What follows belongs to an exercise in optimizing a design on an open flow for small area, a short achievable clock period and few clock cycles per item; a production flow would make more cautious choices. Only simulation tests tie the RTL to the original design; equivalence was not proved. Power is estimated from default activity; no workload was simulated.

## flow/run.sh

```bash
#!/bin/bash
# synth_recipe.tcl (not shown) runs the flow's synth.tcl, then flattens the netlist and writes it again
# the make line also repeats each setting of config.mk as NAME=value (left out here)
make -C /OpenROAD-flow-scripts/flow DESIGN_CONFIG=/design/flow/config.mk WORK_HOME=/design/flow/orfs CLKGATE_MAP_FILE= SYNTH_SCRIPT=/design/flow/synth_recipe.tcl finish
```

## flow/config.mk

```make
export PLATFORM = sky130hd
export DESIGN_NAME = squat_switch
export DESIGN_NICKNAME = squat_switch
export VERILOG_FILES = /design/flow/design.v
export SDC_FILE = /design/flow/constraint.sdc
export NUM_CORES = 4
export LEC_CHECK = 0
export CAP_MARGIN = 20
export CORE_MARGIN = 2
export CORE_UTILIZATION = 40
export SLEW_MARGIN = 20
```

## flow/constraint.sdc

```tcl
create_clock -name core_clock -period 10.0 [get_ports {clk}]
set_input_delay 2.0000 -clock core_clock [delete_from_list [all_inputs] [get_ports {clk}]]
set_output_delay 2.0000 -clock core_clock [all_outputs]
set_load 0.01 [all_outputs]
```

## flow/design.v

```verilog
module squat_switch #(
    parameter int NumRx = 4,
    parameter int NumTx = 4
) (
    input  logic               clk,
    input  logic               rst,
    input  logic [8*NumRx-1:0] rx_data,
    input  logic [NumRx-1:0]   rx_soc,
    input  logic [NumRx-1:0]   rx_clav,
    output logic [NumRx-1:0]   rx_en,
    output logic [8*NumTx-1:0] tx_data,
    output logic [NumTx-1:0]   tx_soc,
    output logic [NumTx-1:0]   tx_en,
    input  logic [NumTx-1:0]   tx_clav,
    input  logic               cpu_sel,
    input  logic               cpu_wr,
    input  logic [7:0]         cpu_addr,
    input  logic [15:0]        cpu_wdata,
    output logic [15:0]        cpu_rdata,
    output logic               cpu_rdy
);
    localparam int         PW         = 2;
    localparam logic [5:0] LAST_BYTE  = 6'd52;
    localparam logic [5:0] HDR_LEN    = 6'd5;
    localparam int         TxMaskInt  = (1 << NumTx) - 1;
    localparam logic [3:0] TX_VALID   = TxMaskInt[3:0];
    typedef enum logic [2:0] {
        S_IDLE,
        S_RECV,
        S_CHECK,
        S_LOOKUP,
        S_TX_SEL,
        S_TX_WAIT,
        S_SEND
    } state_t;
    state_t          r_state;
    state_t          w_state_next;
    logic [5:0]      r_cnt;
    logic [PW-1:0]   r_rx_port;
    logic [PW-1:0]   r_rr_ptr;
    logic [PW-1:0]   r_tx_port;
    logic [3:0]      r_mask;
    logic [11:0]     r_vpi12;
    logic [7:0]      r_hdr [0:4];
    logic [7:0]      r_pay [0:47];
    logic [15:0]     r_lut [0:255];
    logic [15:0]     r_cpu_rdata;
    logic            r_cpu_rdy;
    logic [7:0]      w_rx_lane [NumRx];
    logic [7:0]      w_rx_sel_byte;
    logic            w_rx_sel_soc;
    logic            w_rx_found;
    logic [PW-1:0]   w_rx_pick;
    logic [PW-1:0]   w_cand;
    logic            w_tx_any;
    logic [PW-1:0]   w_tx_pick;
    logic [7:0]      w_vpi8;
    logic [7:0]      w_hec_rx;
    logic [7:0]      w_hec_tx;
    logic [5:0]      w_pay_idx;
    logic [7:0]      w_tx_byte;
    function automatic logic [7:0] hec_calc(input logic [31:0] hdr);
        logic [7:0] crc;
        crc = 8'h00;
        for (int b = 31; b >= 0; b = b - 1) begin
            if (crc[7] ^ hdr[b]) crc = {crc[6:0], 1'b0} ^ 8'h07;
            else                 crc = {crc[6:0], 1'b0};
        end
        hec_calc = crc ^ 8'h55;
    endfunction
    genvar gi;
    generate
        for (gi = 0; gi < NumRx; gi = gi + 1) begin : g_rx
            assign w_rx_lane[gi] = rx_data[8*gi +: 8];
            assign rx_en[gi]     = ~((r_state == S_RECV) && (r_rx_port == PW'(gi)));
        end
        for (gi = 0; gi < NumTx; gi = gi + 1) begin : g_tx
            logic w_act;
            assign w_act              = (r_state == S_SEND) && (r_tx_port == PW'(gi));
            assign tx_en[gi]          = ~w_act;
            assign tx_soc[gi]         = w_act && (r_cnt == 6'd0);
            assign tx_data[8*gi +: 8] = w_act ? w_tx_byte : 8'h00;
        end
    endgenerate
    assign w_rx_sel_byte = w_rx_lane[r_rx_port];
    assign w_rx_sel_soc  = rx_soc[r_rx_port];
    assign w_vpi8        = {r_hdr[0][3:0], r_hdr[1][7:4]};
    assign w_hec_rx      = hec_calc({r_hdr[0], r_hdr[1], r_hdr[2], r_hdr[3]});
    assign w_hec_tx      = hec_calc({r_vpi12, r_hdr[1][3:0], r_hdr[2], r_hdr[3]});
    assign w_pay_idx     = r_cnt - HDR_LEN;
    assign cpu_rdata     = r_cpu_rdata;
    assign cpu_rdy       = r_cpu_rdy;
    always_comb begin
        w_rx_found = 1'b0;
        w_rx_pick  = '0;
        w_cand     = '0;
        for (int k = NumRx - 1; k >= 0; k = k - 1) begin
            w_cand = PW'((int'(r_rr_ptr) + k) % NumRx);
            if (rx_clav[w_cand]) begin
                w_rx_found = 1'b1;
                w_rx_pick  = w_cand;
            end
        end
    end
    always_comb begin
        w_tx_any  = 1'b0;
        w_tx_pick = '0;
        for (int k = NumTx - 1; k >= 0; k = k - 1) begin
            if (r_mask[k]) begin
                w_tx_any  = 1'b1;
                w_tx_pick = PW'(k);
            end
        end
    end
    always_comb begin
        w_tx_byte = r_pay[w_pay_idx];
        if (r_cnt < HDR_LEN) begin
            case (r_cnt[2:0])
                3'd0:    w_tx_byte = r_vpi12[11:4];
                3'd1:    w_tx_byte = {r_vpi12[3:0], r_hdr[1][3:0]};
                3'd2:    w_tx_byte = r_hdr[2];
                3'd3:    w_tx_byte = r_hdr[3];
                default: w_tx_byte = w_hec_tx;
            endcase
        end
    end
    always_comb begin
        w_state_next = r_state;
        case (r_state)
            S_IDLE:    if (w_rx_found) w_state_next = S_RECV;
            S_RECV: begin
                if ((r_cnt == 6'd0) && !w_rx_sel_soc) w_state_next = S_IDLE;
                else if (r_cnt == LAST_BYTE)          w_state_next = S_CHECK;
            end
            S_CHECK:   w_state_next = (w_hec_rx == r_hdr[4]) ? S_LOOKUP : S_IDLE;
            S_LOOKUP:  w_state_next = S_TX_SEL;
            S_TX_SEL:  w_state_next = w_tx_any ? S_TX_WAIT : S_IDLE;
            S_TX_WAIT: if (tx_clav[r_tx_port]) w_state_next = S_SEND;
            S_SEND:    if (r_cnt == LAST_BYTE) w_state_next = S_TX_SEL;
            default:   w_state_next = S_IDLE;
        endcase
    end
    always_ff @(posedge clk) begin
        if (!rst) begin
            r_state   <= S_IDLE;
            r_cnt     <= '0;
            r_rx_port <= '0;
            r_rr_ptr  <= '0;
            r_tx_port <= '0;
            r_mask    <= '0;
            r_vpi12   <= '0;
        end else begin
            r_state <= w_state_next;
            case (r_state)
                S_IDLE: begin
                    if (w_rx_found) begin
                        r_rx_port <= w_rx_pick;
                        r_cnt     <= '0;
                        if (int'(w_rx_pick) == NumRx - 1) r_rr_ptr <= '0;
                        else                              r_rr_ptr <= w_rx_pick + 2'd1;
                    end
                end
                S_RECV:   r_cnt <= (r_cnt == LAST_BYTE) ? 6'd0 : r_cnt + 6'd1;
                S_LOOKUP: begin
                    r_mask  <= r_lut[w_vpi8][15:12] & TX_VALID;
                    r_vpi12 <= r_lut[w_vpi8][11:0];
                end
                S_TX_SEL: begin
                    r_tx_port <= w_tx_pick;
                    r_cnt     <= '0;
                end
                S_SEND: begin
                    if (r_cnt == LAST_BYTE) begin
                        r_cnt             <= '0;
                        r_mask[r_tx_port] <= 1'b0;
                    end else begin
                        r_cnt <= r_cnt + 6'd1;
                    end
                end
                default: ;
            endcase
        end
    end
    always_ff @(posedge clk) begin
        if (r_state == S_RECV) begin
            if (r_cnt < HDR_LEN) r_hdr[r_cnt[2:0]] <= w_rx_sel_byte;
            else                 r_pay[w_pay_idx]  <= w_rx_sel_byte;
        end
    end
    always_ff @(posedge clk) begin
        if (!rst) begin
            for (int k = 0; k < 256; k = k + 1) r_lut[k] <= 16'h0000;
            r_cpu_rdy   <= 1'b0;
            r_cpu_rdata <= 16'h0000;
        end else begin
            r_cpu_rdy <= cpu_sel;
            if (cpu_sel && cpu_wr)  r_lut[cpu_addr] <= cpu_wdata;
            if (cpu_sel && !cpu_wr) r_cpu_rdata     <= r_lut[cpu_addr];
        end
    end
endmodule
```

==> results.yml <==
run_status:
  status: "complete, no violations"
die:
  die_area_um2: 605000
  fp.dieW_um: 778
  core_um2: 597000
  die_h_um: 778
  num_rows: 284
  start_util: 0.401
  ioPinCount: 133
synthesis:
  syn_area_um2: 239000
  synth_edf_count: 4520
  ys_warn_count: 2
  async_flop_share: 0
  ys_types: 70
  ys_seq_elements: 4568
  yosysSeqAreaShare: 0.571
  synthCells: 14700
  ys_dominant_reg_cell: "edfxtp_1"
  syn_avg_cell_area_um2: 16.3
  syn_nets: 14800
layout:
  nets: 14400
  area_growth_pct: 12.0
  drive_above_1_share: 0.304
cts:
  cts.sinks: 4568
  cts_tree: "built"
  cts_resized: 0
  cts-root-buf: "clkbuf_16"
  cts_hold_buf: 0
  clkLatencyLatePin_ps: 1120
  htree_levels: 6
  path_clk_slew_ps: 60
  cts_made_buffers: 521
  cts_buffer_depth: 4
  cts_setup_buffers: 0
pwr:
  power_density_nw_per_um2: 197
  leakage_uw: 0.0876
  ir_worst_vdd_uv: 196
drt:
  drt_iter0_drc: 22800
  drt-total-wl_um: 870000
  vias: 145000
  wl_per_cell_um: 38.2
  drt_first_pass_iters: 6
  drc_errors: 0
  antenna_left: 0
  vias_per_cell: 6.37
worst_setup_path:
  crit_required_ps: 8000
  arrival_ps: 6330
  cp_cell_sequence: "clkinv_1, ha_4, ha_4, buf_4, inv_2, mux2i_1, o21ai_0, o21ai_0, a211oi_1, o31ai_1, nor2_1, clkdlybuf4s50_1"
  start_kind: "flip-flop"
  crit_type: "reg2out"
  cp-end-kind: "primary output"
  critPathMaxStageDelay_ps: 780
  worst-path-max-fanout: 49
  cp_slowest_cell: "o31ai_1"
placement:
  gp_congestion: 0.935
  numPortBuffers: 132
  pre_cts_ws_ps: 2870
  hpwl_um: 543000
sta:
  min_period_ps: 8330
  tns_ps: 0
  rsz0062_at_grt: "false"
  tightest_slew_ps: 1390
  skew_ps: 87.9
  hold_viol_final: 0
  final_max_slew_viol_count: 0
  fmax_mhz: 120
  relSlewSlack: 0.0742
  fin_crit_sh: 0.833
  setup_violations: 0
  layout_setup_ws_ps: 1670
global_routing:
  grt-ovfl-total: 0
  first_global_vias: 142000
  gr-usage-all-layers: 0.282
  grt_pass1_wl_um: 1190000
  antenna_found_initial: 81
  grt_start_max_net_pins: 145
hold_path:
  hold_path.class: "reg2reg"
job:
  max-cap-violations: 0
[state kept, by name, indices dropped and copies added (netlist names)]
| signal | cells |
|---|---|
| r_cnt | 6 |
| r_cpu_rdata | 16 |
| r_cpu_rdy | 1 |
| r_hdr | 40 |
| r_lut | 4096 |
| r_mask | 4 |
| r_pay | 384 |
| r_rr_ptr | 2 |
| r_rx_port | 2 |
| r_state | 3 |
| r_tx_port | 2 |
| r_vpi12 | 12 |
[worst max-delay path, delay by kind of cell (launching register included)]
family,cells,cell delay (ps)
flops,1,670
fa+ha+maj,2,960
compound gates,4,1240
buf+inv,4,1880
mux,1,280
simple gates,1,130
[cell families (layout without fill, tap and decap cells)]
| kind of cell | after synthesis | in the layout | share of synthesized area |
|---|---|---|---|
| adder cells (fa/ha/maj) | 6 | 6 | 0.000314 |
| AND/OR/NAND/NOR | 4833 | 4833 | 0.120 |
| other | 0 | 47 | 0 |
| flip-flops | 4568 | 4568 | 0.571 |
| multiplexers | 2727 | 2727 | 0.250 |
| XOR/XNOR | 135 | 135 | 0.00698 |
| AO/OA/AOI/OAI | 843 | 843 | 0.0237 |
| buffers and inverters | 1568 | 1645 | 0.0279 |
[layout make-up]
type,instances,area [µm²]
flip-flops and latches,4568,137000
inverters,17,63.8
fillers,51100,329000
clock buffers,685,14100
diodes,47,118
well taps,8008,10000
multi-input cells,8544,98600
repair buffers,708,6470
clock inverters,235,2080
[Yosys cell counts, types with 7 or more instances]
cell type  count  area share
nand2_1      163      0.0026
mux2_2        55      0.0026
a22o_1        77      0.0028
o221ai_1       9     0.00033
o211ai_1      18     0.00056
and2_1      4109        0.11
xnor3_1       29      0.0027
or3_1          7     0.00018
nor3_1        45     0.00094
buf_6         39      0.0018
nand4_1       14     0.00037
o21a_1         8     0.00025
dfxtp_1       48      0.0040
inv_1         11     0.00017
a31oi_1        9     0.00024
clkbuf_1    1121       0.018
nor2_1       371      0.0058
nand3_1       39     0.00082
a21oi_1       62      0.0013
a221oi_1      85      0.0031
buf_4         59      0.0019
nor4_1        21     0.00055
a22oi_1      113      0.0035
o21ai_1       12     0.00025
a211oi_1      16     0.00050
mux4_2      2591        0.24
buf_1        107      0.0017
o21ai_0      306      0.0064
xor2_1        18     0.00066
nor2b_1       30     0.00078
buf_2        225      0.0047
a221o_1        9     0.00038
a222oi_1       7     0.00029
xnor2_1       82      0.0030
mux2i_1       81      0.0034
o22ai_1       44      0.0011
nand2b_1      15     0.00039
edfxtp_1    4520        0.57
[per-stage QoR]
step	hold WS, ps	cells	util	total power (µW)	cell area [µm²]
final	496	22800	0.449	52800	268000
after global routing	548	22800	0.449	53800	268000
after CTS	497	22800	0.448	52500	268000
after detailed placement	489	21800	0.421	34100	252000
after global placement	480	21800	0.421	34000	251000
after floorplan	448	14700	-	29300	239000
[power breakdown]
part	leakage (µW)	total, µW	internal, µW	switching, µW
logic	0.0367	11400	4350	7050
clock network	0.00786	18700	10500	8190
registers	0.0431	22700	22100	543
[layer usage]
layer  global-route usage  share of wire
met1                0.373           0.37
met2                0.423           0.45
met3               0.0870           0.12
met4                0.143          0.060
met5             0.000474        0.00020
[path summary, 6_finish.rpt]
check                   start           to  slack [ps]  depth (start not counted)
setup / recovery     r_cnt[0]  tx_data[17]        1670                         12
hold reg to reg     r_mask[3]    r_mask[3]         500                          2
setup reg to reg  r_hdr[1][5]   r_vpi12[3]        4440                          9
hold / removal      r_mask[3]    r_mask[3]         500                          2
[placed cells by master (no fill, tap or decap), types with 22 or more instances in the layout]
cell type and count:
diode_2 47, a221oi_1 68, buf_4 511, o22ai_1 44
o21ai_4 68, clkbuf_16 538, a21oi_1 61, dfxtp_1 47
a22oi_1 113, o21ai_2 187, and2_1 4107, clkinv_1 99
edfxtp_1 4520, nor3_1 41, mux4_2 2590, clkbuf_1 139
nand3_1 29, clkdlybuf4s50_1 107, nor2_4 29, nor2_1 148
mux2_2 55, clkinv_2 65, xnor3_1 29, xnor2_1 81
buf_12 49, mux2i_1 81, nor2_2 195, o21ai_0 49
a22o_1 77, nor2b_1 22, clkbuf_8 22, nand2_1 159
Testbench counts, summed over its fixed seeds: cycles 75,519, cells 640.

[re-timing with driven ports]
The results above use ideal ports. As a check the final layout listed here was re-extracted and re-timed, cells and wires unchanged. Step 1 (the two cells are an assumption about what drives the block):
set clk [get_ports {clk}]
set_driving_cell -lib_cell sky130_fd_sc_hd__clkbuf_16 $clk
set_driving_cell -lib_cell sky130_fd_sc_hd__buf_2 [delete_from_list [all_inputs] $clk]
Step 2 also shifts input and output timing later by t, the mid clock arrival at the registers, as if the neighbouring blocks saw the same clock. a / b / c = ideal ports / drivers / drivers and shift; a / b = the first two.
shift t [ns]: 1.210
setup slack, ns: 1.671 / 1.543 / 2.754
cell pins on the clock port's net: 1
After both steps this run still meets setup and hold. For this run, drivers alone change the setup slack by -0.128 ns; drivers and shift together by +1.083 ns.
